Source: an optimization exercise on an open RTL-to-GDS flow (aim: small area, a short achievable clock period and few clock cycles). Production flows keep margins and buffers that such runs may drop.
RTL that was checked went through simulation tests only; none was proved equivalent to the original.
No functional check of the RTL was part of runs 1 and 3.
The flow treats the clock pin as an ideal source, which a real chip does not have.
Power is estimated from default activity; no workload was simulated.

--- design/flow/design.v ---
package mul_accel_pkg;
  typedef logic [31:0] word_t;
  typedef logic [31:0] addr_t;
  typedef logic [15:0] operand_t;
  typedef logic [3:0]  shift_t;
  typedef enum logic [2:0] {IDLE, RD_A, WT_A, RD_B, WT_B, FEED, DRAIN, WR_C} stream_state_e;
  localparam addr_t CsrShift  = 32'd0;
  localparam addr_t CsrCommit = 32'd1;
  localparam addr_t CsrCount  = 32'd2;
  localparam addr_t CsrBaseA  = 32'd0;
  localparam addr_t CsrBaseB  = 32'd1;
  localparam addr_t CsrBaseC  = 32'd2;
  localparam addr_t CsrLength = 32'd3;
  localparam addr_t CsrStart  = 32'd4;
  localparam addr_t CsrStatus = 32'd5;
endpackage
module mul_accel_top #(
  parameter int unsigned StreamerCsrNum = 6
) (
  input  logic  clk_i,
  input  logic  rst_n_i,
  input  mul_accel_pkg::addr_t csr_req_addr_i,
  input  mul_accel_pkg::word_t csr_req_data_i,
  input  logic  csr_req_write_i,
  input  logic  csr_req_valid_i,
  output logic  csr_req_ready_o,
  output mul_accel_pkg::word_t csr_rsp_data_o,
  output logic  csr_rsp_valid_o,
  input  logic  csr_rsp_ready_i,
  output mul_accel_pkg::addr_t tcdm_addr_o,
  output mul_accel_pkg::word_t tcdm_wdata_o,
  output logic  tcdm_write_o,
  output logic  tcdm_req_o,
  input  logic  tcdm_gnt_i,
  input  mul_accel_pkg::word_t tcdm_rdata_i,
  input  logic  tcdm_rvalid_i
);
  logic [31:0] base_a_q, base_b_q, base_c_q, len_q, count_q;
  logic [3:0]  shift_q;
  logic [3:0]  shl_q, shh_q;
  logic        rsp_valid_q;
  logic [6:0]  rsel_q;
  logic        st_a_q, st_b_q, st_c_q, st_t_q;
  logic        first_q, last_q;
  logic [31:0] idx_q;
  logic [31:0] addr_q;
  logic        ga_q, gb_q, s1_q, s2_q, cv_q;
  logic [15:0] a_q;
  logic [31:0] c_q;
  logic busy;
  assign busy = st_a_q | st_b_q | st_c_q | st_t_q;
  logic       req_fire, wr, hi_zero;
  logic [3:0] a4;
  logic       start;
  assign req_fire = csr_req_valid_i & ~rsp_valid_q;
  assign wr       = req_fire & csr_req_write_i;
  assign hi_zero  = csr_req_addr_i[31:4] == '0;
  assign a4       = csr_req_addr_i[3:0];
  assign start    = wr & hi_zero & (a4 == 4'd4) & ~busy & (len_q != '0);
  logic [6:0] rsel_d;
  logic       rd;
  assign rd = ~csr_req_write_i & hi_zero;
  assign rsel_d = {rd & (a4 == 4'd5) & busy, rd & (a4 == 4'd6), rd & (a4 == 4'd8),
                   rd & (a4 == 4'd3), rd & (a4 == 4'd2), rd & (a4 == 4'd1), rd & (a4 == 4'd0)};
  always_ff @(posedge clk_i or negedge rst_n_i) begin
    if (!rst_n_i) begin
      rsp_valid_q <= 1'b0;
    end else if (req_fire) begin
      rsp_valid_q <= 1'b1;
    end else if (csr_rsp_ready_i) begin
      rsp_valid_q <= 1'b0;
    end
  end
  always_ff @(posedge clk_i or negedge rst_n_i) begin
    if (!rst_n_i) begin
      cpend_q <= 1'b0;
    end else if (req_fire) begin
      cpend_q <= rsel_d[4];
    end else if (csr_rsp_ready_i) begin
      cpend_q <= 1'b0;
    end
  end
  always_ff @(posedge clk_i) begin
    if (req_fire) rsel_q <= rsel_d;
  end
  assign csr_rsp_data_o = ({32{rsel_q[0]}} & base_a_q) | ({32{rsel_q[1]}} & base_b_q) |
                          ({32{rsel_q[2]}} & base_c_q) | ({32{rsel_q[3]}} & len_q) |
                          ({32{rsel_q[4]}} & count_q) | ({32{rsel_q[5]}} & {28'd0, shift_q}) |
                          {31'd0, rsel_q[6]};
  assign csr_req_ready_o = ~rsp_valid_q;
  assign csr_rsp_valid_o = rsp_valid_q;
  always_ff @(posedge clk_i or negedge rst_n_i) begin
    if (!rst_n_i) begin
      base_a_q <= '0;
      base_b_q <= '0;
      base_c_q <= '0;
      len_q    <= '0;
      shift_q  <= '0;
      shl_q    <= 4'b0001;
      shh_q    <= 4'b0001;
    end else begin
      if (wr && hi_zero && !busy) begin
        if (a4 == 4'd0) base_a_q <= csr_req_data_i;
        if (a4 == 4'd1) base_b_q <= csr_req_data_i;
        if (a4 == 4'd2) base_c_q <= csr_req_data_i;
        if (a4 == 4'd3) len_q    <= csr_req_data_i;
        if (a4 == 4'd7) begin
          shl_q <= 4'b0001 << shift_q[1:0];
          shh_q <= 4'b0001 << shift_q[3:2];
        end
      end
      if (wr && hi_zero && a4 == 4'd6) shift_q <= csr_req_data_i[3:0];
    end
  end
  logic gnt_a, gnt_b, gnt_c, adv_c, done;
  assign gnt_a = st_a_q & tcdm_gnt_i;
  assign gnt_b = st_b_q & tcdm_gnt_i;
  assign gnt_c = req_c & tcdm_gnt_i;
  assign adv_c = st_c_q & (first_q | gnt_c);
  assign done  = st_t_q & gnt_c;
  logic cnt_pend, cnt_hold, creq_q, dfr_q, req_c, cpend_q;
  assign cnt_pend = cpend_q;
  assign cnt_hold = cnt_pend | dfr_q;
  assign req_c    = (st_c_q | st_t_q) & cv_q & (creq_q | ~cnt_hold);
  always_ff @(posedge clk_i or negedge rst_n_i) begin
    if (!rst_n_i) begin
      count_q <= '0;
      creq_q  <= 1'b0;
      dfr_q   <= 1'b0;
    end else begin
      creq_q <= req_c & ~tcdm_gnt_i;
      if (!cnt_pend && (gnt_c || dfr_q)) begin
        count_q <= count_q + 32'd1;
        dfr_q   <= 1'b0;
      end else if (gnt_c) begin
        dfr_q   <= 1'b1;
      end
    end
  end
  function automatic logic sum_eq(input logic [31:0] x, input logic [31:0] y, input logic [31:0] k);
    logic ok;
    logic c;
    ok = 1'b1;
    c  = 1'b0;
    for (int i = 0; i < 32; i++) begin
      ok = ok & ((x[i] ^ y[i] ^ k[i]) == c);
      c  = (x[i] & y[i]) | ((x[i] ^ y[i]) & ~k[i]);
    end
    sum_eq = ok;
  endfunction
  logic [31:0] nbase;
  logic        ncin;
  logic [32:0] nsum;
  always_comb begin
    if (st_a_q) begin
      nbase = base_b_q;  ncin = 1'b1;
    end else if (st_b_q || (st_c_q && last_q)) begin
      nbase = base_c_q;  ncin = 1'b0;
    end else begin
      nbase = base_a_q;  ncin = 1'b1;
    end
  end
  assign nsum = {nbase, ncin} + {idx_q, 1'b1};
  always_ff @(posedge clk_i or negedge rst_n_i) begin
    if (!rst_n_i) begin
      st_a_q  <= 1'b0;
      st_b_q  <= 1'b0;
      st_c_q  <= 1'b0;
      st_t_q  <= 1'b0;
      first_q <= 1'b0;
      last_q  <= 1'b0;
      ga_q    <= 1'b0;
      gb_q    <= 1'b0;
      s1_q    <= 1'b0;
      s2_q    <= 1'b0;
      cv_q    <= 1'b0;
    end else begin
      ga_q <= gnt_a;
      gb_q <= gnt_b;
      if (start) begin
        st_a_q  <= 1'b1;
        first_q <= 1'b1;
      end
      if (gnt_a) begin
        st_a_q <= 1'b0;
        st_b_q <= 1'b1;
      end
      if (gnt_b) begin
        st_b_q <= 1'b0;
        st_c_q <= 1'b1;
        last_q <= sum_eq(idx_q, 32'd2, len_q);
      end
      if (adv_c) begin
        st_c_q  <= 1'b0;
        first_q <= 1'b0;
        if (last_q) st_t_q <= 1'b1;
        else        st_a_q <= 1'b1;
      end
      if (done) begin
        st_t_q <= 1'b0;
      end
      if (gb_q) s1_q <= 1'b1;
      else if (!cv_q) s1_q <= 1'b0;
      s2_q <= s1_q & ~cv_q;
      if (s2_q) cv_q <= 1'b1;
      else if (gnt_c) cv_q <= 1'b0;
    end
  end
  always_ff @(posedge clk_i) begin
    if (!busy) idx_q <= '1;
    else if (gnt_b) idx_q <= idx_q + 32'd1;
  end
  always_ff @(posedge clk_i) begin
    if (start | gnt_a | gnt_b | adv_c) addr_q <= nsum[32:1];
  end
  assign tcdm_req_o   = st_a_q | st_b_q | req_c;
  assign tcdm_write_o = st_c_q | st_t_q;
  assign tcdm_addr_o  = addr_q;
  logic        s1_fire;
  logic [7:0]  bhi_q;
  logic [3:0]  one_q, two_q, neg_q;
  logic        top_q;
  logic [7:0]  nbyte;
  logic [15:0] addend;
  logic [23:0] msum;
  assign s1_fire = s1_q & ~cv_q;
  assign nbyte   = gb_q ? tcdm_rdata_i[7:0] : bhi_q;
  assign addend  = s2_q ? c_q[31:16] : 16'd0;
  always_comb begin
    logic [23:0] acc;
    logic [16:0] sel;
    logic [23:0] row;
    acc = {8'd0, addend};
    for (int i = 0; i < 4; i++) begin
      sel = ({17{one_q[i]}} & {1'b0, a_q}) | ({17{two_q[i]}} & {a_q, 1'b0});
      row = {{7{neg_q[i]}}, sel ^ {17{neg_q[i]}}};
      acc = acc + (row << (2 * i)) + (24'(neg_q[i]) << (2 * i));
    end
    acc = acc + ({8'd0, {16{top_q}} & a_q} << 8);
    msum = acc;
  end
  logic [3:0] one_d, two_d, neg_d;
  logic       ld_enc;
  always_comb begin
    for (int i = 0; i < 4; i++) begin
      logic lo;
      lo = (i == 0) ? 1'b0 : nbyte[2*i-1];
      neg_d[i] = nbyte[2*i+1];
      one_d[i] = nbyte[2*i] ^ lo;
      two_d[i] = (nbyte[2*i+1] & ~nbyte[2*i] & ~lo) | (~nbyte[2*i+1] & nbyte[2*i] & lo);
    end
  end
  assign ld_enc = gb_q | s1_fire;
  always_ff @(posedge clk_i) begin
    if (ga_q) a_q <= tcdm_rdata_i[15:0];
    if (ld_enc) begin
      one_q <= one_d;
      two_q <= two_d;
      neg_q <= neg_d;
      top_q <= nbyte[7];
    end
  end
  always_ff @(posedge clk_i) begin
    if (gb_q) bhi_q <= tcdm_rdata_i[15:8];
    if (s1_fire | s2_q) c_q[31:8] <= msum;
    if (s2_q) c_q[7:0] <= c_q[15:8];
  end
  logic [31:0] shl_c;
  always_comb begin
    for (int i = 0; i < 32; i++) begin
      shl_c[i] = 1'b0;
      tcdm_wdata_o[i] = 1'b0;
    end
    for (int i = 0; i < 32; i++)
      for (int k = 0; k < 4; k++)
        if (i + k < 32) shl_c[i] = shl_c[i] | (shl_q[k] & c_q[i+k]);
    for (int i = 0; i < 32; i++)
      for (int k = 0; k < 4; k++)
        if (i + 4 * k < 32) tcdm_wdata_o[i] = tcdm_wdata_o[i] | (shh_q[k] & shl_c[i+4*k]);
  end
endmodule
--- design/flow/flow/run.sh ---
#!/bin/bash
set -euo pipefail
ARGS="BUFFER_PORTS_ARGS=-buffer_cell sky130_fd_sc_hd__buf_1"
R=orfs/results/sky130hd/mul_accel_top/base
bash standard.sh "$ARGS" cts > flow_make_cts.log 2>&1
SKEW_DB=$R/4_cts.odb SKEW_SDC=$R/4_cts.sdc SKEW_OUT=$R/4_cts.odb \
  SKEW_DLY=sky130_fd_sc_hd__clkdlybuf4s18_1 SKEW_DRV=sky130_fd_sc_hd__clkbuf_8 \
  openroad -no_init -exit flow/skew.tcl > skew.log 2>&1
bash standard.sh "$ARGS" finish > flow_make_finish.log 2>&1
--- design/flow/flow/skew.tcl ---
# Useful skew for the multiplier: delay the clock of the result register c_q, where the
# multiplier's register-to-register paths end. Each group of c_q flip-flops on one clock
# leaf net gets its own delay buffer between the leaf net and their clock pins.
read_liberty $::env(FLOW_HOME)/platforms/sky130hd/lib/sky130_fd_sc_hd__tt_025C_1v80.lib
read_db $::env(SKEW_DB)
read_sdc $::env(SKEW_SDC)
set_propagated_clock [all_clocks]
source $::env(FLOW_HOME)/platforms/sky130hd/setRC.tcl
estimate_parasitics -placement
puts "before:"
report_checks -path_delay max -to [get_pins -hierarchical c_q*/D] -format end
report_checks -path_delay max -from [get_pins -hierarchical c_q*/CLK] -format end
set block [ord::get_db_block]
set dly_master [[ord::get_db] findMaster $::env(SKEW_DLY)]
set drv_master [[ord::get_db] findMaster $::env(SKEW_DRV)]
array set groups {}
foreach inst [$block getInsts] {
  if {[regexp {^c_q\\\[} [$inst getName]]} {
    set net [[$inst findITerm CLK] getNet]
    lappend groups([$net getName]) $inst
  }
}
set k 0
foreach netname [lsort [array names groups]] {
  set net [$block findNet $netname]
  # delay cell, then a clock buffer that drives the flip-flops with a sharp edge
  set dly [odb::dbInst_create $block $dly_master skew_dly_$k]
  set mid [odb::dbNet_create $block skew_mid_$k]
  $mid setSigType CLOCK
  set buf [odb::dbInst_create $block $drv_master skew_buf_$k]
  set nn [odb::dbNet_create $block skew_net_$k]
  $nn setSigType CLOCK
  [$dly findITerm A] connect $net
  [$dly findITerm X] connect $mid
  [$buf findITerm A] connect $mid
  [$buf findITerm X] connect $nn
  set sx 0; set sy 0; set c 0
  foreach inst $groups($netname) {
    set it [$inst findITerm CLK]
    $it disconnect
    $it connect $nn
    set bb [$inst getBBox]
    set sx [expr {$sx + [$bb xMin]}]; set sy [expr {$sy + [$bb yMin]}]; incr c
  }
  $buf setLocation [expr {$sx / $c}] [expr {$sy / $c}]
  $buf setPlacementStatus PLACED
  $dly setLocation [expr {$sx / $c}] [expr {$sy / $c}]
  $dly setPlacementStatus PLACED
  puts "skew_buf_$k on $netname drives $c flip-flops"
  incr k
}
global_connect
detailed_placement
check_placement -verbose
estimate_parasitics -placement
puts "after:"
report_checks -path_delay max -to [get_pins -hierarchical c_q*/D] -format end
report_checks -path_delay max -from [get_pins -hierarchical c_q*/CLK] -format end
report_checks -path_delay min -to [get_pins -hierarchical c_q*/D] -format end
report_check_types -max_slew -max_capacitance
foreach p [get_pins -hierarchical c_q*/CLK] { report_slews $p }
write_db $::env(SKEW_OUT)
--- design/flow/standard.sh ---
#!/bin/bash
# synth_recipe.tcl (not shown) runs the flow's synth.tcl, then flattens the netlist and writes it again
# the make line also repeats each setting of config.mk as NAME=value (left out here)
make -C /OpenROAD-flow-scripts/flow DESIGN_CONFIG=/design/flow/config.mk WORK_HOME=/design/flow/orfs CLKGATE_MAP_FILE= SYNTH_SCRIPT=/design/flow/synth_recipe.tcl "${@:-finish}"
--- design/flow/config.mk ---
export PLATFORM = sky130hd
export DESIGN_NAME = mul_accel_top
export DESIGN_NICKNAME = mul_accel_top
export VERILOG_FILES = /design/flow/design.v
export SDC_FILE = /design/flow/constraint.sdc
export NUM_CORES = 4
export LEC_CHECK = 0
export CAP_MARGIN = 20
export CORE_MARGIN = 8
export CORE_UTILIZATION = 40
export CTS_BUF_LIST = sky130_fd_sc_hd__clkbuf_16
export CTS_CLUSTER_DIAMETER = 100
export CTS_CLUSTER_SIZE = 20
export PLACE_DENSITY = 0.6
export SETUP_SLACK_MARGIN = 4
export SLEW_MARGIN = 20
--- design/flow/constraint.sdc ---
create_clock -name core_clock -period 8.0 [get_ports {clk_i}]
set_input_delay 1.6000 -clock core_clock [delete_from_list [all_inputs] [get_ports {clk_i}]]
set_output_delay 1.6000 -clock core_clock [all_outputs]
set_load 0.01 [all_outputs]
==> impl_results.md, run 1 <==
- Setup slack after layout: ~3.9 ns
- WS Path Type: reg -> reg
- Synthesized net count: 2353
- Tmin final: between 4 and 5 ns
- Pre-CTS setup slack: 3.076 ns
- Worst-path clk slew: ~0.11 ns
- DRC: 0
- RSZ-0062 raised after global routing: yes
- Total Routing Usage GR: 0.1987
- Filler cells: 5089
- Worst-Margin Slew: around 1.0 ns
- Die X: 248.5 um
- Vias in the first global route: 17380
- Max Root-Sink Buffers: 3
- Setup TNS: 0 ns
- Largest net degree at the start of global routing: 176
- Synth-to-Final Area Change: 14.21%
- Port Buffers: 185
- Initial Util: 0.4035
- Final Core Density: 0.4609
- Status: no timing/DRC/antenna violations
- Worst clock skew: 0.3652 ns
- # IOs: 203
- Ys flop type: dfrtp_1
- Synth async-reset ratio: 0.5736
- Final WL: 63930 um
- Critical Path AT: 4.73 ns
- Via density: approximately 5.8
- Maxcap violations: 0
- Required time of the critical path: 8.60 ns
- First DRT Iteration DRCs: around 1500
- Die Span Y: 248.5 um
- Post-DRT Antenna Nets: 0
- Seq/Total Area, Yosys: 0.3946
- Avg Inst Size Synth: 10.39 sq um
- First-pass DRT Iterations: 8
- Endpoints failing setup: 0
- DIE AREA: 0.06177 sq mm
- EDFF count, synth: 107
- Clk latency of the worst-skew pair: a little under 0.9 ns
- Worst hold margin: 0.4824 ns
- Commonest non-fill, non-tap cells in the layout: nand2_1, buf_1, dfrtp_1
- CP max FO: 5
- Initial antenna violation count: 5
- Post-detail-place hpwl: ~46000 um
- Slew Viols, Final: 0
- Hold bufs inserted after CTS: 0
- Crit. End Element: flop
- Mapped Area: 0.02163 sq mm
- Maximum VDD drop: 0.1903 mV
- Core footprint: approximately 0.054 sq mm
- HP Class: reg -> reg
- Fin crit share: 0.5154
- PD cells: 123.4 mW/mm^2
- Sink Count: 326
- Avg WL per Cell: 21.53 um
- Num rows: 85
- Seq cells post-synth: 326
- Final layout net count: between 2000 and 3000
- Global route total overflow: 0
- H-tree levels: 1
- Leakage: 10.97 nW
- Most common cell after layout, fill and taps aside: nand2_1
- Global-route wire length before repair: around 100000 um
- Worst setup SP type: flop
- Count of cell types in the netlist: 69
- TritonCTS clock tree: yes
- Ratio of cells with drive above 1 in the final layout: 0.1608
- Fmax: 0.2425 GHz
- Syn Inst Count: 2082
- Final Wtd Congestion: 0.8754
- Clk root buf: clkbuf_16
- Final hold violations: 0
- Total power: 0.003048 W
- Vias: 17220
- CTS Buf Count: 22
- Yosys warns: 1
- Relative slew slack: 0.3119
cells by family (layout without fill, tap and decap cells):
logic type / Yosys count / after routing / synth area share
adders and majority gates: 168 / 168 / 0.1204
buffers and inverters: 240 / 428 / 0.04477
AOI/OAI and AO/OA: 460 / 460 / 0.1483
and+or+nand+nor: 508 / 508 / 0.1148
other: 0 / 3 / 0
muxes: 178 / 178 / 0.09538
xor gates and xnor gates: 202 / 202 / 0.08179
DFF: 326 / 326 / 0.3946
layer usage:
layer,part of all wire,up-vias,GRT usage
met3,0.062,104,0.03192
met2,0.48,552,0.3344
met1,0.41,8650,0.2523
li1,-,7910,-
met4,0.041,2,0.08260
met5,0.00020,-,0
cell usage after synthesis, types with 4 or more instances:
| cell | count | area, sq um |
|---|---|---|
| nand4_1 | 30 | 187.7 |
| xnor2_1 | 140 | 1226 |
| o31ai_1 | 6 | 45.04 |
| nand2b_1 | 19 | 118.9 |
| or3_1 | 13 | 81.33 |
| and3_1 | 27 | 168.9 |
| a21o_1 | 30 | 225.2 |
| edfxtp_1 | 107 | 3213 |
| nor2b_1 | 8 | 50.05 |
| nor3_1 | 16 | 80.08 |
| nor2_1 | 41 | 153.9 |
| o21bai_1 | 6 | 45.04 |
| a31oi_1 | 10 | 62.56 |
| xor2_1 | 62 | 543.0 |
| mux2_2 | 105 | 1182 |
| and2_1 | 25 | 156.4 |
| o21ai_0 | 80 | 400.4 |
| and4_1 | 13 | 113.9 |
| nand2_1 | 231 | 867.1 |
| a222oi_1 | 32 | 320.3 |
| mux2_4 | 30 | 450.4 |
| a21oi_1 | 57 | 285.3 |
| buf_1 | 14 | 52.55 |
| dfxtp_1 | 32 | 640.6 |
| nand3_1 | 48 | 240.2 |
| a22o_1 | 5 | 43.79 |
| mux2i_1 | 43 | 430.4 |
| clkbuf_1 | 112 | 420.4 |
| o21a_1 | 4 | 30.03 |
| ha_1 | 101 | 1264 |
| a22oi_1 | 197 | 1479 |
| inv_1 | 103 | 386.6 |
| dfrtp_1 | 185 | 4629 |
| a221oi_1 | 4 | 35.03 |
| o211ai_1 | 6 | 45.04 |
| fa_1 | 67 | 1341 |
| nor4_1 | 22 | 137.6 |
final cells by class:
cell class                 instances  area [sq um]  share of cell area
multi-input combinational       1516         12630              0.5114
sequential                       326          8548              0.3460
timing repair buffer             275          1463             0.05921
tap                              696         870.8             0.03525
clock buffer                      23         575.6             0.02330
inverter                         106         405.4             0.01641
clock inverter                    16         105.1            0.004254
buffer                             8         95.09            0.003849
antenna                            3         7.507           0.0003039
stage by stage:
step | area, sq um | std cells
3_5_place_dp | 22870 | 2844
3_3_place_gp | 22870 | 2844
2_1_floorplan | 21870 | 2082
5_1_grt | 24700 | 2967
6_report | 24700 | 2969
4_1_cts | 24280 | 2941
worst paths after layout:
check	slack, ns	to	from	cells after the start
setup / recovery	3.88	c_q[31]	c_q[24]	13
hold / removal	0.48	s1_q	s1_q	1
setup reg to reg	3.88	c_q[31]	c_q[24]	13
hold reg to reg	0.48	s1_q	s1_q	1
max in group asynchronous	5.77	s2_q	rst_n_i	2
min in group asynchronous	0.90	base_c_q[28]	rst_n_i	1
sequential cells by signal, summed over array words and instances, names as in the netlist, 3 cells and up:
name and flops:
addr_q 32, base_a_q 32, base_b_q 32, base_c_q 32, c_q 32, count_q 32, idx_q 32, len_q 32
a_q 16, bhi_q 8, rsel_q 7, one_q 4, shh_q 4, shift_q 4, shl_q 4, two_q 4
neg_q 3
timing repair:
| item | in CTS | in global routing |
|---|---|---|
| setup endpoints to repair | 48 | 51 |
| endpoints found under the hold margin | 0 | 0 |
| setup buffers | 58 | 17 |
| gates resized for setup | 58 | 55 |
| pin swaps | 11 | 22 |
power breakdown:
group          switching [W]  internal, W
logic              0.0000635    0.0000170
clock network       0.000646     0.000604
registers         0.00000190      0.00172
critical path, cell delays in order (launching register included):
cell and delay, ns:
edfxtp_1 0.46, nand2_1 0.15, fa_1 0.55, inv_1 0.05
fa_1 0.54, fa_1 0.46, ha_4 0.27, and3_1 0.20
a221oi_4 0.30, o21ai_2 0.15, a31oi_4 0.21, o21ai_4 0.10
nor4_1 0.28, nor3_1 0.11
==> run 2, diff against run 1 <==
--- a/design/flow/design.v
+++ b/design/flow/design.v
@@ -14,6 +14,167 @@
   localparam addr_t CsrStart  = 32'd4;
   localparam addr_t CsrStatus = 32'd5;
 endpackage
+module mul_step (
+  input  logic [15:0] a,
+  input  logic [17:0] t,
+  input  logic [2:0]  sel1,
+  input  logic [2:0]  sel2,
+  input  logic [2:0]  sel3,
+  input  logic [2:0]  sel4,
+  input  logic [1:0]  neg,
+  input  logic [15:0] addend,
+  output logic [23:0] msum
+);
+  logic w1, w2, w3, w4, w5, w6, w7, w8, w9, w10, w11, w12, w13, w14, w15, w16, w17, w18, w19, w20, w21, w22, w23, w24, w25, w26, w27, w28, w29, w30, w31, w32, w33, w34, w35, w36, w37, w38, w39, w40, w41, w42, w43, w44, w45, w46, w47, w48, w49, w50, w51, w52, w53, w54, w55, w56, w57, w58, w59, w60, w61, w62, w63, w64, w65, w66, w67, w68, w69, w70, w71, w72, w73, w74, w75, w76, w77, w78, w79, w80, w81, w82, w83, w84, w85, w86, w87, w88, w89, w90, w91, w92, w93, w94, w95, w96, w97, w98, w99, w100, w101, w102, w103, w104, w105, w106, w107, w108, w109, w110, w111, w112, w113, w114, w115, w116, w117, w118, w119, w120, w121, w122, w123, w124, w125, w126, w127, w128, w129, w130, w131, w132, w133, w134, w135, w136, w137, w138, w139, w140, w141, w142, w143, w144;
+  logic [23:0] ra, rb;
+  assign w1 = ((sel1[0] & a[0]) | (sel3[0] & t[0])) ^ neg[0];
+  assign w2 = ((sel1[0] & a[1]) | (sel2[0] & a[0]) | (sel3[0] & t[1])) ^ neg[0];
+  assign w3 = ((sel1[0] & a[2]) | (sel2[0] & a[1]) | (sel3[0] & t[2]) | (sel4[0] & a[0])) ^ neg[0];
+  assign w4 = ((sel1[0] & a[3]) | (sel2[0] & a[2]) | (sel3[0] & t[3]) | (sel4[0] & a[1])) ^ neg[0];
+  assign w5 = ((sel1[0] & a[4]) | (sel2[0] & a[3]) | (sel3[0] & t[4]) | (sel4[0] & a[2])) ^ neg[0];
+  assign w6 = ((sel1[0] & a[5]) | (sel2[0] & a[4]) | (sel3[0] & t[5]) | (sel4[0] & a[3])) ^ neg[0];
+  assign w7 = ((sel1[0] & a[6]) | (sel2[0] & a[5]) | (sel3[0] & t[6]) | (sel4[0] & a[4])) ^ neg[0];
+  assign w8 = ((sel1[0] & a[7]) | (sel2[0] & a[6]) | (sel3[0] & t[7]) | (sel4[0] & a[5])) ^ neg[0];
+  assign w9 = ((sel1[0] & a[8]) | (sel2[0] & a[7]) | (sel3[0] & t[8]) | (sel4[0] & a[6])) ^ neg[0];
+  assign w10 = ((sel1[0] & a[9]) | (sel2[0] & a[8]) | (sel3[0] & t[9]) | (sel4[0] & a[7])) ^ neg[0];
+  assign w11 = ((sel1[0] & a[10]) | (sel2[0] & a[9]) | (sel3[0] & t[10]) | (sel4[0] & a[8])) ^ neg[0];
+  assign w12 = ((sel1[0] & a[11]) | (sel2[0] & a[10]) | (sel3[0] & t[11]) | (sel4[0] & a[9])) ^ neg[0];
+  assign w13 = ((sel1[0] & a[12]) | (sel2[0] & a[11]) | (sel3[0] & t[12]) | (sel4[0] & a[10])) ^ neg[0];
+  assign w14 = ((sel1[0] & a[13]) | (sel2[0] & a[12]) | (sel3[0] & t[13]) | (sel4[0] & a[11])) ^ neg[0];
+  assign w15 = ((sel1[0] & a[14]) | (sel2[0] & a[13]) | (sel3[0] & t[14]) | (sel4[0] & a[12])) ^ neg[0];
+  assign w16 = ((sel1[0] & a[15]) | (sel2[0] & a[14]) | (sel3[0] & t[15]) | (sel4[0] & a[13])) ^ neg[0];
+  assign w17 = ((sel2[0] & a[15]) | (sel3[0] & t[16]) | (sel4[0] & a[14])) ^ neg[0];
+  assign w18 = ((sel3[0] & t[17]) | (sel4[0] & a[15])) ^ neg[0];
+  assign w19 = ((sel1[1] & a[0]) | (sel3[1] & t[0])) ^ neg[1];
+  assign w20 = ((sel1[1] & a[1]) | (sel2[1] & a[0]) | (sel3[1] & t[1])) ^ neg[1];
+  assign w21 = ((sel1[1] & a[2]) | (sel2[1] & a[1]) | (sel3[1] & t[2]) | (sel4[1] & a[0])) ^ neg[1];
+  assign w22 = ((sel1[1] & a[3]) | (sel2[1] & a[2]) | (sel3[1] & t[3]) | (sel4[1] & a[1])) ^ neg[1];
+  assign w23 = ((sel1[1] & a[4]) | (sel2[1] & a[3]) | (sel3[1] & t[4]) | (sel4[1] & a[2])) ^ neg[1];
+  assign w24 = ((sel1[1] & a[5]) | (sel2[1] & a[4]) | (sel3[1] & t[5]) | (sel4[1] & a[3])) ^ neg[1];
+  assign w25 = ((sel1[1] & a[6]) | (sel2[1] & a[5]) | (sel3[1] & t[6]) | (sel4[1] & a[4])) ^ neg[1];
+  assign w26 = ((sel1[1] & a[7]) | (sel2[1] & a[6]) | (sel3[1] & t[7]) | (sel4[1] & a[5])) ^ neg[1];
+  assign w27 = ((sel1[1] & a[8]) | (sel2[1] & a[7]) | (sel3[1] & t[8]) | (sel4[1] & a[6])) ^ neg[1];
+  assign w28 = ((sel1[1] & a[9]) | (sel2[1] & a[8]) | (sel3[1] & t[9]) | (sel4[1] & a[7])) ^ neg[1];
+  assign w29 = ((sel1[1] & a[10]) | (sel2[1] & a[9]) | (sel3[1] & t[10]) | (sel4[1] & a[8])) ^ neg[1];
+  assign w30 = ((sel1[1] & a[11]) | (sel2[1] & a[10]) | (sel3[1] & t[11]) | (sel4[1] & a[9])) ^ neg[1];
+  assign w31 = ((sel1[1] & a[12]) | (sel2[1] & a[11]) | (sel3[1] & t[12]) | (sel4[1] & a[10])) ^ neg[1];
+  assign w32 = ((sel1[1] & a[13]) | (sel2[1] & a[12]) | (sel3[1] & t[13]) | (sel4[1] & a[11])) ^ neg[1];
+  assign w33 = ((sel1[1] & a[14]) | (sel2[1] & a[13]) | (sel3[1] & t[14]) | (sel4[1] & a[12])) ^ neg[1];
+  assign w34 = ((sel1[1] & a[15]) | (sel2[1] & a[14]) | (sel3[1] & t[15]) | (sel4[1] & a[13])) ^ neg[1];
+  assign w35 = ((sel2[1] & a[15]) | (sel3[1] & t[16]) | (sel4[1] & a[14])) ^ neg[1];
+  assign w36 = ((sel3[1] & t[17]) | (sel4[1] & a[15])) ^ neg[1];
+  assign w37 = (sel1[2] & a[0]) | (sel3[2] & t[0]);
+  assign w38 = (sel1[2] & a[1]) | (sel2[2] & a[0]) | (sel3[2] & t[1]);
+  assign w39 = (sel1[2] & a[2]) | (sel2[2] & a[1]) | (sel3[2] & t[2]) | (sel4[2] & a[0]);
+  assign w40 = (sel1[2] & a[3]) | (sel2[2] & a[2]) | (sel3[2] & t[3]) | (sel4[2] & a[1]);
+  assign w41 = (sel1[2] & a[4]) | (sel2[2] & a[3]) | (sel3[2] & t[4]) | (sel4[2] & a[2]);
+  assign w42 = (sel1[2] & a[5]) | (sel2[2] & a[4]) | (sel3[2] & t[5]) | (sel4[2] & a[3]);
+  assign w43 = (sel1[2] & a[6]) | (sel2[2] & a[5]) | (sel3[2] & t[6]) | (sel4[2] & a[4]);
+  assign w44 = (sel1[2] & a[7]) | (sel2[2] & a[6]) | (sel3[2] & t[7]) | (sel4[2] & a[5]);
+  assign w45 = (sel1[2] & a[8]) | (sel2[2] & a[7]) | (sel3[2] & t[8]) | (sel4[2] & a[6]);
+  assign w46 = (sel1[2] & a[9]) | (sel2[2] & a[8]) | (sel3[2] & t[9]) | (sel4[2] & a[7]);
+  assign w47 = (sel1[2] & a[10]) | (sel2[2] & a[9]) | (sel3[2] & t[10]) | (sel4[2] & a[8]);
+  assign w48 = (sel1[2] & a[11]) | (sel2[2] & a[10]) | (sel3[2] & t[11]) | (sel4[2] & a[9]);
+  assign w49 = (sel1[2] & a[12]) | (sel2[2] & a[11]) | (sel3[2] & t[12]) | (sel4[2] & a[10]);
+  assign w50 = (sel1[2] & a[13]) | (sel2[2] & a[12]) | (sel3[2] & t[13]) | (sel4[2] & a[11]);
+  assign w51 = (sel1[2] & a[14]) | (sel2[2] & a[13]) | (sel3[2] & t[14]) | (sel4[2] & a[12]);
+  assign w52 = (sel1[2] & a[15]) | (sel2[2] & a[14]) | (sel3[2] & t[15]) | (sel4[2] & a[13]);
+  assign w53 = (sel2[2] & a[15]) | (sel3[2] & t[16]) | (sel4[2] & a[14]);
+  assign w54 = (sel3[2] & t[17]) | (sel4[2] & a[15]);
+  assign w55 = w4 ^ w19;
+  assign w56 = w4 & w19;
+  assign w57 = w5 ^ w20;
+  assign w58 = w5 & w20;
+  assign w59 = w6 ^ w21;
+  assign w60 = w6 & w21;
+  assign w61 = w7 ^ w22 ^ w37;
+  assign w62 = (w7 & w22) | (w7 & w37) | (w22 & w37);
+  assign w63 = w8 ^ w23 ^ w38;
+  assign w64 = (w8 & w23) | (w8 & w38) | (w23 & w38);
+  assign w65 = w9 ^ w24 ^ w39;
+  assign w66 = (w9 & w24) | (w9 & w39) | (w24 & w39);
+  assign w67 = w10 ^ w25 ^ w40;
+  assign w68 = (w10 & w25) | (w10 & w40) | (w25 & w40);
+  assign w69 = w11 ^ w26 ^ w41;
+  assign w70 = (w11 & w26) | (w11 & w41) | (w26 & w41);
+  assign w71 = w12 ^ w27 ^ w42;
+  assign w72 = (w12 & w27) | (w12 & w42) | (w27 & w42);
+  assign w73 = w13 ^ w28 ^ w43;
+  assign w74 = (w13 & w28) | (w13 & w43) | (w28 & w43);
+  assign w75 = w14 ^ w29 ^ w44;
+  assign w76 = (w14 & w29) | (w14 & w44) | (w29 & w44);
+  assign w77 = w15 ^ w30 ^ w45;
+  assign w78 = (w15 & w30) | (w15 & w45) | (w30 & w45);
+  assign w79 = w16 ^ w31 ^ w46;
+  assign w80 = (w16 & w31) | (w16 & w46) | (w31 & w46);
+  assign w81 = w17 ^ w32;
+  assign w82 = w17 & w32;
+  assign w83 = w18 ^ w33;
+  assign w84 = w18 & w33;
+  assign w85 = neg[0] ^ w34;
+  assign w86 = neg[0] & w34;
+  assign w87 = neg[0] ^ w35;
+  assign w88 = neg[0] & w35;
+  assign w89 = neg[0] ^ w36;
+  assign w90 = neg[0] & w36;
+  assign w91 = neg[0] ^ neg[1];
+  assign w92 = neg[0] & neg[1];
+  assign w93 = neg[0] ^ neg[1];
+  assign w94 = neg[0] & neg[1];
+  assign w95 = neg[0] ^ neg[1];
+  assign w96 = neg[0] & neg[1];
+  assign w97 = w1 ^ neg[0];
+  assign w98 = w1 & neg[0];
+  assign w99 = w2 ^ addend[1];
+  assign w100 = w2 & addend[1];
+  assign w101 = w3 ^ addend[2];
+  assign w102 = w3 & addend[2];
+  assign w103 = w55 ^ neg[1] ^ addend[3];
+  assign w104 = (w55 & neg[1]) | (w55 & addend[3]) | (neg[1] & addend[3]);
+  assign w105 = w56 ^ w57 ^ addend[4];
+  assign w106 = (w56 & w57) | (w56 & addend[4]) | (w57 & addend[4]);
+  assign w107 = w58 ^ w59 ^ addend[5];
+  assign w108 = (w58 & w59) | (w58 & addend[5]) | (w59 & addend[5]);
+  assign w109 = w60 ^ w61 ^ addend[6];
+  assign w110 = (w60 & w61) | (w60 & addend[6]) | (w61 & addend[6]);
+  assign w111 = w62 ^ w63 ^ addend[7];
+  assign w112 = (w62 & w63) | (w62 & addend[7]) | (w63 & addend[7]);
+  assign w113 = w64 ^ w65 ^ addend[8];
+  assign w114 = (w64 & w65) | (w64 & addend[8]) | (w65 & addend[8]);
+  assign w115 = w66 ^ w67 ^ addend[9];
+  assign w116 = (w66 & w67) | (w66 & addend[9]) | (w67 & addend[9]);
+  assign w117 = w68 ^ w69 ^ addend[10];
+  assign w118 = (w68 & w69) | (w68 & addend[10]) | (w69 & addend[10]);
+  assign w119 = w70 ^ w71 ^ addend[11];
+  assign w120 = (w70 & w71) | (w70 & addend[11]) | (w71 & addend[11]);
+  assign w121 = w72 ^ w73 ^ addend[12];
+  assign w122 = (w72 & w73) | (w72 & addend[12]) | (w73 & addend[12]);
+  assign w123 = w74 ^ w75 ^ addend[13];
+  assign w124 = (w74 & w75) | (w74 & addend[13]) | (w75 & addend[13]);
+  assign w125 = w76 ^ w77 ^ addend[14];
+  assign w126 = (w76 & w77) | (w76 & addend[14]) | (w77 & addend[14]);
+  assign w127 = w78 ^ w79 ^ addend[15];
+  assign w128 = (w78 & w79) | (w78 & addend[15]) | (w79 & addend[15]);
+  assign w129 = w80 ^ w81 ^ w47;
+  assign w130 = (w80 & w81) | (w80 & w47) | (w81 & w47);
+  assign w131 = w82 ^ w83 ^ w48;
+  assign w132 = (w82 & w83) | (w82 & w48) | (w83 & w48);
+  assign w133 = w84 ^ w85 ^ w49;
+  assign w134 = (w84 & w85) | (w84 & w49) | (w85 & w49);
+  assign w135 = w86 ^ w87 ^ w50;
+  assign w136 = (w86 & w87) | (w86 & w50) | (w87 & w50);
+  assign w137 = w88 ^ w89 ^ w51;
+  assign w138 = (w88 & w89) | (w88 & w51) | (w89 & w51);
+  assign w139 = w90 ^ w91 ^ w52;
+  assign w140 = (w90 & w91) | (w90 & w52) | (w91 & w52);
+  assign w141 = w92 ^ w93 ^ w53;
+  assign w142 = (w92 & w93) | (w92 & w53) | (w93 & w53);
+  assign w143 = w94 ^ w95 ^ w54;
+  assign w144 = (w94 & w95) | (w94 & w54) | (w95 & w54);
+  assign ra = {w142, w140, w138, w136, w134, w132, w130, w128, w126, w124, w122, w120, w118, w116, w114, w112, w110, w108, w106, w104, w102, w100, w98, w97};
+  assign rb = {w143, w141, w139, w137, w135, w133, w131, w129, w127, w125, w123, w121, w119, w117, w115, w113, w111, w109, w107, w105, w103, w101, w99, addend[0]};
+  assign msum = ra + rb;
+endmodule
 module mul_accel_top #(
   parameter int unsigned StreamerCsrNum = 6
 ) (
@@ -218,46 +379,58 @@
   assign tcdm_addr_o  = addr_q;
   logic        s1_fire;
   logic [7:0]  bhi_q;
-  logic [3:0]  one_q, two_q, neg_q;
-  logic        top_q;
+  logic [17:0] t_q;
+  logic [2:0]  sel1_q, sel2_q, sel3_q, sel4_q;
+  logic [1:0]  neg_q;
   logic [7:0]  nbyte;
   logic [15:0] addend;
   logic [23:0] msum;
   assign s1_fire = s1_q & ~cv_q;
   assign nbyte   = gb_q ? tcdm_rdata_i[7:0] : bhi_q;
   assign addend  = s2_q ? c_q[31:16] : 16'd0;
-  always_comb begin
-    logic [23:0] acc;
-    logic [16:0] sel;
-    logic [23:0] row;
-    acc = {8'd0, addend};
-    for (int i = 0; i < 4; i++) begin
-      sel = ({17{one_q[i]}} & {1'b0, a_q}) | ({17{two_q[i]}} & {a_q, 1'b0});
-      row = {{7{neg_q[i]}}, sel ^ {17{neg_q[i]}}};
-      acc = acc + (row << (2 * i)) + (24'(neg_q[i]) << (2 * i));
-    end
-    acc = acc + ({8'd0, {16{top_q}} & a_q} << 8);
-    msum = acc;
-  end
-  logic [3:0] one_d, two_d, neg_d;
+  mul_step i_mul_step (
+    .a      ( a_q    ),
+    .t      ( t_q    ),
+    .sel1   ( sel1_q ),
+    .sel2   ( sel2_q ),
+    .sel3   ( sel3_q ),
+    .sel4   ( sel4_q ),
+    .neg    ( neg_q  ),
+    .addend ( addend ),
+    .msum   ( msum   )
+  );
+  logic [2:0] sel1_d, sel2_d, sel3_d, sel4_d;
+  logic [1:0] neg_d;
   logic       ld_enc;
   always_comb begin
-    for (int i = 0; i < 4; i++) begin
-      logic lo;
-      lo = (i == 0) ? 1'b0 : nbyte[2*i-1];
-      neg_d[i] = nbyte[2*i+1];
-      one_d[i] = nbyte[2*i] ^ lo;
-      two_d[i] = (nbyte[2*i+1] & ~nbyte[2*i] & ~lo) | (~nbyte[2*i+1] & nbyte[2*i] & lo);
+    for (int i = 0; i < 3; i++) begin
+      logic x0, x1, x2, x3;
+      logic [2:0] sum, mag;
+      x0 = (i == 0) ? 1'b0 : nbyte[3*i-1];
+      x1 = nbyte[3*i];
+      x2 = nbyte[3*i+1];
+      x3 = (i == 2) ? 1'b0 : nbyte[3*i+2];
+      sum = {1'b0, x2, 1'b0} + {2'b00, x1} + {2'b00, x0};
+      mag = x3 ? 3'd4 - sum : sum;
+      sel1_d[i] = mag == 3'd1;
+      sel2_d[i] = mag == 3'd2;
+      sel3_d[i] = mag == 3'd3;
+      sel4_d[i] = mag == 3'd4;
+      if (i < 2) neg_d[i] = x3;
     end
   end
   assign ld_enc = gb_q | s1_fire;
   always_ff @(posedge clk_i) begin
-    if (ga_q) a_q <= tcdm_rdata_i[15:0];
+    if (ga_q) begin
+      a_q <= tcdm_rdata_i[15:0];
+      t_q <= {2'b00, tcdm_rdata_i[15:0]} + {1'b0, tcdm_rdata_i[15:0], 1'b0};
+    end
     if (ld_enc) begin
-      one_q <= one_d;
-      two_q <= two_d;
-      neg_q <= neg_d;
-      top_q <= nbyte[7];
+      sel1_q <= sel1_d;
+      sel2_q <= sel2_d;
+      sel3_q <= sel3_d;
+      sel4_q <= sel4_d;
+      neg_q  <= neg_d;
     end
   end
   always_ff @(posedge clk_i) begin
==> design/flow/flow/run.sh (replaced) <==
#!/bin/bash
set -euo pipefail
bash standard.sh "BUFFER_PORTS_ARGS=-buffer_cell sky130_fd_sc_hd__buf_1" finish > flow_make.log 2>&1
removed: design/flow/flow/skew.tcl
==> run 2 against run 1 <==
Against the previous run:
- area after synthesis rose by 2.2%
- sequential power rose by 6%
- die area rose by 2.1%
- flip-flop and latch count rose by 19
- synthesized cell count rose by 1.8%
- non-clock buffer count fell by 31
- combinational power rose by about 80%
- wire length fell by 0.84%
- register-to-register slack got worse by 0.10 ns
- total power rose by 0.58%
- utilization fell by 0.70 points
- critical endpoint is now c_q[30]
- largest power group unchanged
- highest routed layer unchanged
==> impl_results.md, run 2 <==
- Seq pwr share: 0.597 (+0.033)
- Global route total overflow: 0 (unchanged)
- Vias: 17620 (+2.4%)
- Final WL: 63400 um (-0.84%)
- Worst-Margin Slew: 0.9941 ns (-0.03809 ns)
- Num rows: 86 (+1.2%)
- Fmax: 0.2365 GHz (-2.5%)
- Slew Viols, Final: 0 (unchanged)
- Relative slew slack: 0.3302 (+0.01839)
- DIE AREA: 0.06304 sq mm (+2.1%)
- First DRT Iteration DRCs: 1576 (+4.2%)
- Worst setup SP type: flop
- Yosys warns: 1 (unchanged)
- Initial Util: 0.4028 (-0.0007209)
- Maxcap violations: 0 (unchanged)
- Largest net degree at the start of global routing: 188 (+6.8%)
- Crit. End Element: flop
- First-pass DRT Iterations: 9 (+1)
- Clk root buf: clkbuf_16
- Post-synth top cells: nand2_1, dfrtp_1, a22oi_1, xnor2_1, edfxtp_1
- Endpoints failing setup: 0 (unchanged)
- Tmin final: 4.228 ns (+0.1045 ns)
- Final layout net count: 2528 (+0.079%)
- Syn Inst Count: 2120 (+1.8%)
- Switching pwr: 0.0007095 W (-0.29%)
- Synth-to-Final Area Change: 12.66%
- Avg Inst Size Synth: 10.43 sq um (+0.37%)
- Sw frac: 0.2314 (-0.002008)
- Commonest non-fill, non-tap cells in the layout: nand2_1, buf_1, dfrtp_1
- Final Wtd Congestion: 0.8770 (+0.18%)
- Die Span Y: 251.1 um (+1.0%)
- EDFF count, synth: 126 (+18%)
- CTS Buf Count: 21 (-4.5%)
- Setup TNS: 0 ns (unchanged)
- # IOs: 203 (unchanged)
- Die X: 251.1 um (+1.0%)
- Max Root-Sink Buffers: 3 (unchanged)
- Worst clock skew: 0.01470 ns (-0.3505 ns)
- Worst hold margin: 0.4875 ns (+0.005138 ns)
- Yosys top cell area share: 0.2094 (-0.004603)
- Status: no timing/DRC/antenna violations
- RSZ-0062 raised after global routing: yes
- FF-to-FF Start: sel3_q[0]
- CP max FO: 5 (unchanged)
- Avg WL per Cell: 21.19 um (-1.6%)
- Hold bufs inserted after CTS: 0 (unchanged)
- Leakage: 10.52 nW (-4.1%)
- Logic gate share of total power: 0.047 (+0.021)
- Post-detail-place hpwl: 45680 um (+0.36%)
- Ys flop type: dfrtp_1
- Worst-path clk slew: 0.09 ns (-0.02 ns)
- Dominant cell type by area after synthesis: dfrtp_1
- TritonCTS clock tree: yes
- HP Class: reg -> reg
- Sink Count: 345 (+5.8%)
- Core footprint: 0.05488 sq mm (+2.4%)
- Clk latency of the worst-skew pair: 0.55 ns (-0.34 ns)
- Critical Path AT: 4.52 ns (-0.21 ns)
- Hold Crit Start: count_q[31]
- Seq/Total Area, Yosys: 0.4119 (+0.01732)
- Post-DRT Antenna Nets: 0 (unchanged)
- Maximum VDD drop: 0.1438 mV (-24%)
- H-tree levels: 1 (unchanged)
- Vias in the first global route: 17140 (-1.4%)
- PD cells: 123.1 mW/mm^2 (-0.24%)
- Via density: 5.890 (+1.6%)
- Synthesized net count: 2377 (+1.0%)
- Ratio of cells with drive above 1 in the final layout: 0.1485 (-0.01230)
- Total Routing Usage GR: 0.1929 (-0.005817)
- Most common cell after layout, fill and taps aside: nand2_1
- Critical Path Source: sel3_q[0]
- Hold Path Cell Cnt: 1 (unchanged)
- Internal Power: 0.002356 W (+0.84%)
- Final hold violations: 0 (unchanged)
- Initial antenna violation count: 4 (-1)
- Seq cells post-synth: 345 (+5.8%)
- Clk pwr share: 0.355 (-0.055)
- Fin crit share: 0.5285 (+0.01307)
- Synth async-reset ratio: 0.5420 (-0.03159)
- Mapped Area: 0.02211 sq mm (+2.2%)
- DRC: 0 (unchanged)
- WS Path Type: reg -> reg
- Port Buffers: 185 (unchanged)
- Cell with the most instances after synthesis: nand2_1
- Worst Reg2Reg Path Length in Cells: 17 (+4)
- Global-route wire length before repair: 98850 um (-0.86%)
- Top cells by area, synth: dfrtp_1, edfxtp_1, ha_1, mux2_2, xnor2_1
- Required time of the critical path: 8.29 ns (-0.31 ns)
- Count of cell types in the netlist: 84 (+22%)
-- run 2: changes by cell type after synthesis, moves of 15 or more --
cell      change
ha_1         +22
a221oi_1     +33
nor2_1       +22
edfxtp_1     +19
a22o_1       +36
a21o_1       -16
a22oi_1      -45
a21oi_1      +15
fa_1         -36
and2_1       -16
-- run 2: timing repair --
item | 4_1_cts | 5_1_grt
pin swaps | 17 | 25
endpoints found under the setup margin | 57 | 49
resized for setup | 42 | 56
buffers inserted | 42 | 8
-- run 2: layout make-up --
class / count / area, sq um
sequential: 345 / 9115
timing repair buffer: 252 / 1318
tap: 704 / 880.8
clock buffer: 21 / 525.5
clock inverter: 14 / 65.06
inverter: 107 / 409.1
multi-input combinational: 1544 / 12580
fill: 5180 / 29970
antenna: 5 / 12.51
-- run 2: cells by family (layout without fill, tap and decap cells) --
family,count (synthesis),after routing,synth area share
AO/OA/AOI/OAI,526,526,0.1733
AND/OR/NAND/NOR,501,501,0.1091
flip-flops,345,345,0.4119
buffers and inverters,231,394,0.04115
XOR/XNOR,187,187,0.07409
multiplexers,174,174,0.09180
adder cells (fa/ha/maj),156,156,0.09860
other,0,5,0
-- run 2: power by group through the flow --
stage	clock [W]	combinational, W	sequential (W)
2_1_floorplan	0	0.0000657	0.00187
3_3_place_gp	0	0.000138	0.00187
3_5_place_dp	0	0.000142	0.00187
4_1_cts	0.00113	0.000143	0.00183
5_1_grt	0.00119	0.000160	0.00183
6_report	0.00109	0.000145	0.00183
-- run 2: path summary, 6_finish.rpt --
| path | end | slack [ns] |
|---|---|---|
| setup / recovery | c_q[30] | 3.77 |
| hold / removal | count_q[31] | 0.49 |
| setup reg to reg | c_q[30] | 3.77 |
| hold reg to reg | count_q[31] | 0.49 |
| max in group asynchronous | shl_q[3] | 5.87 |
| min in group asynchronous | shh_q[1] | 1.05 |
-- run 2: routing by layer --
metal	vias to the layer above	part of all wire	wire length [um]	track usage
li1	8174	-	-	-
met1	8708	0.48	30580	0.2926
met4	2	0.019	1227	0.04805
met2	657	0.43	27280	0.2857
met5	-	0.00021	13	0
met3	82	0.068	4289	0.02726
-- run 2: through the flow --
step,instance area (sq um),setup slack [ns],utilization,power [W],instances
finish,24910,3.772,0.4538,0.003066,2992
detailed placement,23420,2.942,0.4268,0.002011,2901
floorplan,22280,3.961,-,0.001935,2120
CTS,24570,3.714,0.4478,0.003103,2978
global placement,23420,2.923,0.4268,0.002007,2901
global route,24900,3.625,0.4537,0.003179,2989
-- run 2: worst max-delay path, stage by stage (launching register included) --
cell       delay, ns
edfxtp_1        0.42
buf_6           0.16
buf_6           0.11
a22o_1          0.21
a221oi_2        0.22
xnor2_1         0.18
fa_1            0.46
fa_1            0.50
inv_2           0.05
ha_4            0.23
a21oi_2         0.15
o21ai_2         0.07
or3_4           0.35
o2111ai_4       0.29
a21oi_4         0.11
o31ai_4         0.21
o21ai_1         0.10
xor2_1          0.15
Testbench counts of run 2, summed over its fixed seeds: cycles 11,462.
==> run 3, diff against run 2 <==
--- a/design/flow/design.v
+++ b/design/flow/design.v
@@ -312,16 +312,29 @@
   logic [31:0] nbase;
   logic        ncin;
   logic [32:0] nsum;
-  always_comb begin
-    if (st_a_q) begin
-      nbase = base_b_q;  ncin = 1'b1;
-    end else if (st_b_q || (st_c_q && last_q)) begin
-      nbase = base_c_q;  ncin = 1'b0;
+  logic ta_q, tc_q, last_d;
+  assign last_d = sum_eq(idx_q, 32'd2, len_q);
+  assign nbase  = ({32{ta_q}} & base_a_q) | ({32{st_a_q}} & base_b_q) | ({32{tc_q}} & base_c_q);
+  assign ncin   = ta_q | st_a_q;
+  assign nsum = {nbase, ncin} + {idx_q, 1'b1};
+  always_ff @(posedge clk_i or negedge rst_n_i) begin
+    if (!rst_n_i) begin
+      ta_q <= 1'b1;
+      tc_q <= 1'b0;
     end else begin
-      nbase = base_a_q;  ncin = 1'b1;
+      if (start | gnt_a | adv_c) ta_q <= 1'b0;
+      if (start | adv_c) tc_q <= 1'b0;
+      if (gnt_a) tc_q <= 1'b1;
+      if (gnt_b) begin
+        ta_q <= ~last_d;
+        tc_q <= last_d;
+      end
+      if (done) begin
+        ta_q <= 1'b1;
+        tc_q <= 1'b0;
+      end
     end
   end
-  assign nsum = {nbase, ncin} + {idx_q, 1'b1};
   always_ff @(posedge clk_i or negedge rst_n_i) begin
     if (!rst_n_i) begin
       st_a_q  <= 1'b0;
@@ -349,7 +362,7 @@
       if (gnt_b) begin
         st_b_q <= 1'b0;
         st_c_q <= 1'b1;
-        last_q <= sum_eq(idx_q, 32'd2, len_q);
+        last_q <= last_d;
       end
       if (adv_c) begin
         st_c_q  <= 1'b0;
==> run 3 against run 2 <==
Against the previous run:
- worst setup slack worse by 0.035 ns
- critical path type unchanged
- wire length up 1.7%
- first-iteration DRC count up 3.0%
- sequential power up 4%
- register-to-register slack worse by 0.04 ns
- cell count up 1.2%
- still clean
- hold slack worse by 0.0087 ns
- non-clock buffer count up 19
- via count up 0.22%
- clock power up 8%
- clock skew up 0.019 ns
==> impl_results.md, run 3 <==
- Ratio of cells with drive above 1 in the final layout: 0.1434 (-0.005131)
- Switching pwr: 0.0008751 W (+23%)
- Synth async-reset ratio: 0.5447 (+0.002640)
- R2R setup slack: 3.74 ns (-0.04 ns)
- Worst Reg2Reg Path Length in Cells: 14 (-3)
- Seq cells post-synth: 347 (+0.58%)
- Post-detail-place hpwl: 46300 um (+1.4%)
- Clk latency of the worst-skew pair: 0.57 ns (+0.02 ns)
- Worst clock skew: 0.03345 ns (+0.01874 ns)
- Largest net degree at the start of global routing: 77 (-59%)
- Vias: 17660 (+0.22%)
- Fin crit share: 0.5329 (+0.004390)
- Initial Util: 0.4030 (about the same)
- Post-DRT Antenna Nets: 0 (unchanged)
- Global-route wire length before repair: 100700 um (+1.8%)
- Sw frac: 0.2589 (+0.02751)
- CP max FO: 9 (+4)
- Mapped Area: 0.02216 sq mm (+0.24%)
- Antenna cells: 0 (-5)
- Fin area: 0.02501 sq mm (+0.41%)
- Final Wtd Congestion: 0.8650 (-1.4%)
- Most common cell after layout, fill and taps aside: nand2_1
- Final layout net count: 2522 (-0.24%)
- Required time of the critical path: 8.30 ns (about the same)
- DIE AREA: 0.06319 sq mm (+0.23%)
- Critical Path AT: 4.56 ns (+0.04 ns)
- Seq pwr share: 0.561 (-0.036)
- Footprint of the multi-input gates: 0.01232 sq mm (-2.0%)
- Cell with the most instances after synthesis: nand2_1
- RSZ-0062 raised after global routing: yes
- Initial antenna violation count: 3 (-1)
- Hold bufs inserted after CTS: 0 (unchanged)
- Total Routing Usage GR: 0.1962 (+0.003258)
- Hold Crit Start: s1_q
- Reg-to-Reg End: c_q[31]
- Maxcap violations: 0 (unchanged)
- Tmin final: 4.263 ns (+0.03512 ns)
- Num rows: 86 (unchanged)
- Hold EP: s1_q
- Syn Inst Count: 2095 (-1.2%)
- FF-to-FF Start: a_q[7]
- Port Buffers: 185 (unchanged)
- Post-synth top cells: nand2_1, dfrtp_1, a22oi_1, xnor2_1, inv_1
- Final WL: 64450 um (+1.7%)
- Max Root-Sink Buffers: 3 (unchanged)
- Internal Power: 0.002505 W (+6.3%)
- EDFF count, synth: 126 (unchanged)
- TritonCTS clock tree: yes
- # IOs: 203 (unchanged)
- Yosys top cell area share: 0.2100 (+0.0006208)
- WS Path Type: reg -> reg
- First-pass DRT Iterations: 7 (-2)
- Status: no timing/DRC/antenna violations
- Fmax: 0.2346 GHz (-0.82%)
- Worst hold margin: 0.4789 ns (-0.008672 ns)
- Die Span Y: 251.4 um (+0.11%)
- Post-DP Area: 0.02349 sq mm (+0.28%)
- Leakage: 10.93 nW (+3.8%)
- Count of cell types in the netlist: 94 (+12%)
- Commonest non-fill, non-tap cells in the layout: nand2_1, buf_1, dfrtp_1
- Worst setup SP type: flop
- Avg Inst Size Synth: 10.58 sq um (+1.4%)
- DRC: 0 (unchanged)
- Seq/Total Area, Yosys: 0.4132 (+0.001315)
- Synthesized net count: 2352 (-1.1%)
- Endpoints failing setup: 0 (unchanged)
- Core footprint: 0.05499 sq mm (+0.20%)
- Synth-to-Final Area Change: 12.85%
- Logic gate share of total power: 0.089 (+0.042)
- Clk root buf: clkbuf_16
- Crit. End Element: flop
- Die X: 251.4 um (+0.11%)
- Relative slew slack: 0.3416 (+0.01140)
- Clk pwr share: 0.349 (-0.006)
- Filler cells: 5142 (-0.73%)
- Pre-CTS setup slack: 3.042 ns (+0.1000 ns)
- Vias in the first global route: 17590 (+2.6%)
- Maximum VDD drop: 0.1277 mV (-11%)
- Final hold violations: 0 (unchanged)
- Worst-path clk slew: 0.09 ns (about the same)
- Sequential Area: 0.009170 sq mm (+0.60%)
- HP Class: reg -> reg
- First DRT Iteration DRCs: 1623 (+3.0%)
- PD cells: 135.2 mW/mm^2 (+9.8%)
- Dominant cell type by area after synthesis: dfrtp_1
- Yosys warns: 1 (unchanged)
- Ys flop type: dfrtp_1
- Via density: 5.831 (-1.0%)
- Setup TNS: 0 ns (unchanged)
- Top cells by area, synth: dfrtp_1, edfxtp_1, ha_1, xnor2_1, a22oi_1
- Global route total overflow: 0 (unchanged)
- Hold Path Cell Cnt: 1 (unchanged)
- Total power: 0.003380 W (+10%)
- Avg WL per Cell: 21.28 um (+0.43%)
- Sink Count: 347 (+0.58%)
- H-tree levels: 1 (unchanged)
- Setup slack after layout: 3.737 ns (-0.03512 ns)
- Worst-Margin Slew: 0.9875 ns (-0.006599 ns)
- Slew Viols, Final: 0 (unchanged)
- CTS Buf Count: 22 (+4.8%)
## run 3: final cells by class
type / instances / share of cell area
Clock buffer: 23 / 0.02302
Clock inverter: 17 / 0.003953
Timing Repair Buffer: 271 / 0.05514
Tap cell: 748 / 0.03743
Sequential cell: 347 / 0.3667
Timing Repair inverter: 1 / 0.0003002
Multi-Input combinational cell: 1486 / 0.4927
Inverter: 136 / 0.02071
## run 3: cell families (layout without fill, tap and decap cells)
kind of cell	after synthesis	count (layout)	share of synthesized area
buffers and inverters	262	448	0.04703
AO/OA/AOI/OAI	534	534	0.1864
AND/OR/NAND/NOR	478	478	0.1081
multiplexers	145	145	0.07848
XOR/XNOR	173	173	0.06838
flip-flops	347	347	0.4132
adder cells (fa/ha/maj)	156	156	0.09836
## run 3: per-stage QoR
step / std cells / util
after floorplan: 2095 / -
after global placement: 2917 / 0.4272
after detailed placement: 2917 / 0.4272
after CTS: 3003 / 0.4484
after global routing: 3029 / 0.4548
final: 3029 / 0.4548
## run 3: how the worst max path moves through the flow
stage | endpoint | start | slack (ns)
after detailed placement | addr_q[14] | csr_req_addr_i[6] | 3.04
after global routing | c_q[31] | sel3_q[0] | 3.63
after floorplan | c_q[30] | sel2_q[0] | 3.98
after CTS | c_q[30] | sel3_q[0] | 3.78
after global placement | addr_q[13] | csr_req_addr_i[6] | 3.15
final | c_q[31] | a_q[7] | 3.74
## run 3: what timing repair did
action	in CTS	in global routing
buffers inserted	46	25
cloned	0	1
resized for setup	30	32
pin swaps	10	16
setup endpoints to repair	91	69
## run 3: worst max-delay path, stage by stage (launching register included)
cell and delay (ns):
edfxtp_1 0.57, a22o_1 0.29, a221oi_1 0.42, fa_1 0.54
fa_1 0.51, inv_1 0.06, ha_4 0.24, a21oi_1 0.17
o21ai_2 0.11, o21ba_2 0.25, o211ai_1 0.13, a311oi_1 0.36
o21ai_1 0.12, a21oi_1 0.16, xnor2_1 0.09
## run 3: power by group through the flow
stage                     Clock [W]  Sequential [W]  Combinational [W]
after floorplan                   0         0.00191           0.000187
after global placement            0         0.00193           0.000290
after detailed placement          0         0.00193           0.000298
after CTS                   0.00121         0.00190           0.000299
after global routing        0.00127         0.00190           0.000329
final                       0.00118         0.00190           0.000301
## run 3: layer usage
metal	vias up	share of wire	wire, um	global-route usage
met2	577	0.45	28780	0.3105
met1	8806	0.47	30410	0.2820
li1	8183	-	-	-
met5	-	0.00065	42	0
met4	6	0.021	1347	0.04689
met3	89	0.060	3867	0.02706

[static timing again, ports no longer ideal]
No port has a modelled driver above. Below, the same layouts with a new extraction and two added sets of constraints. Step 1 (the two cells are an assumption about what drives the block):
set clk [get_ports {clk_i}]
set_driving_cell -lib_cell sky130_fd_sc_hd__clkbuf_16 $clk
set_driving_cell -lib_cell sky130_fd_sc_hd__buf_2 [delete_from_list [all_inputs] $clk]
Step 2, shift: input delay + t, output delay - t, t = (earliest + latest rising clock arrival at the registers) / 2. This alone moves slack from input paths to output paths. Three values: no drivers, after step 1, after step 2; two values: the first two.
run | t (ns) | slack for setup (ns) | worst setup path after step 2 | clock arrival spread, ns | worst slew at a driven data input, ns | cell pins on the clock port's net
run 1 | 0.758 | 3.877 / 3.877 / 3.665 | input to register | 0.393 / 0.393 | 0.13 | 1
run 2 | 0.595 | 3.772 / 3.772 / 3.672 | input to register | 0.015 / 0.016 | 0.10 | 1
run 3 | 0.605 | 3.737 / 3.737 / 3.599 | input to register | 0.041 / 0.041 | 0.11 | 1
Clock arrivals are far apart in run 1, so t is only a midpoint there and step 2 fits no single register. For run 1, which loses most, drivers alone change the setup slack by 0.000 ns; drivers and shift together by -0.212 ns.
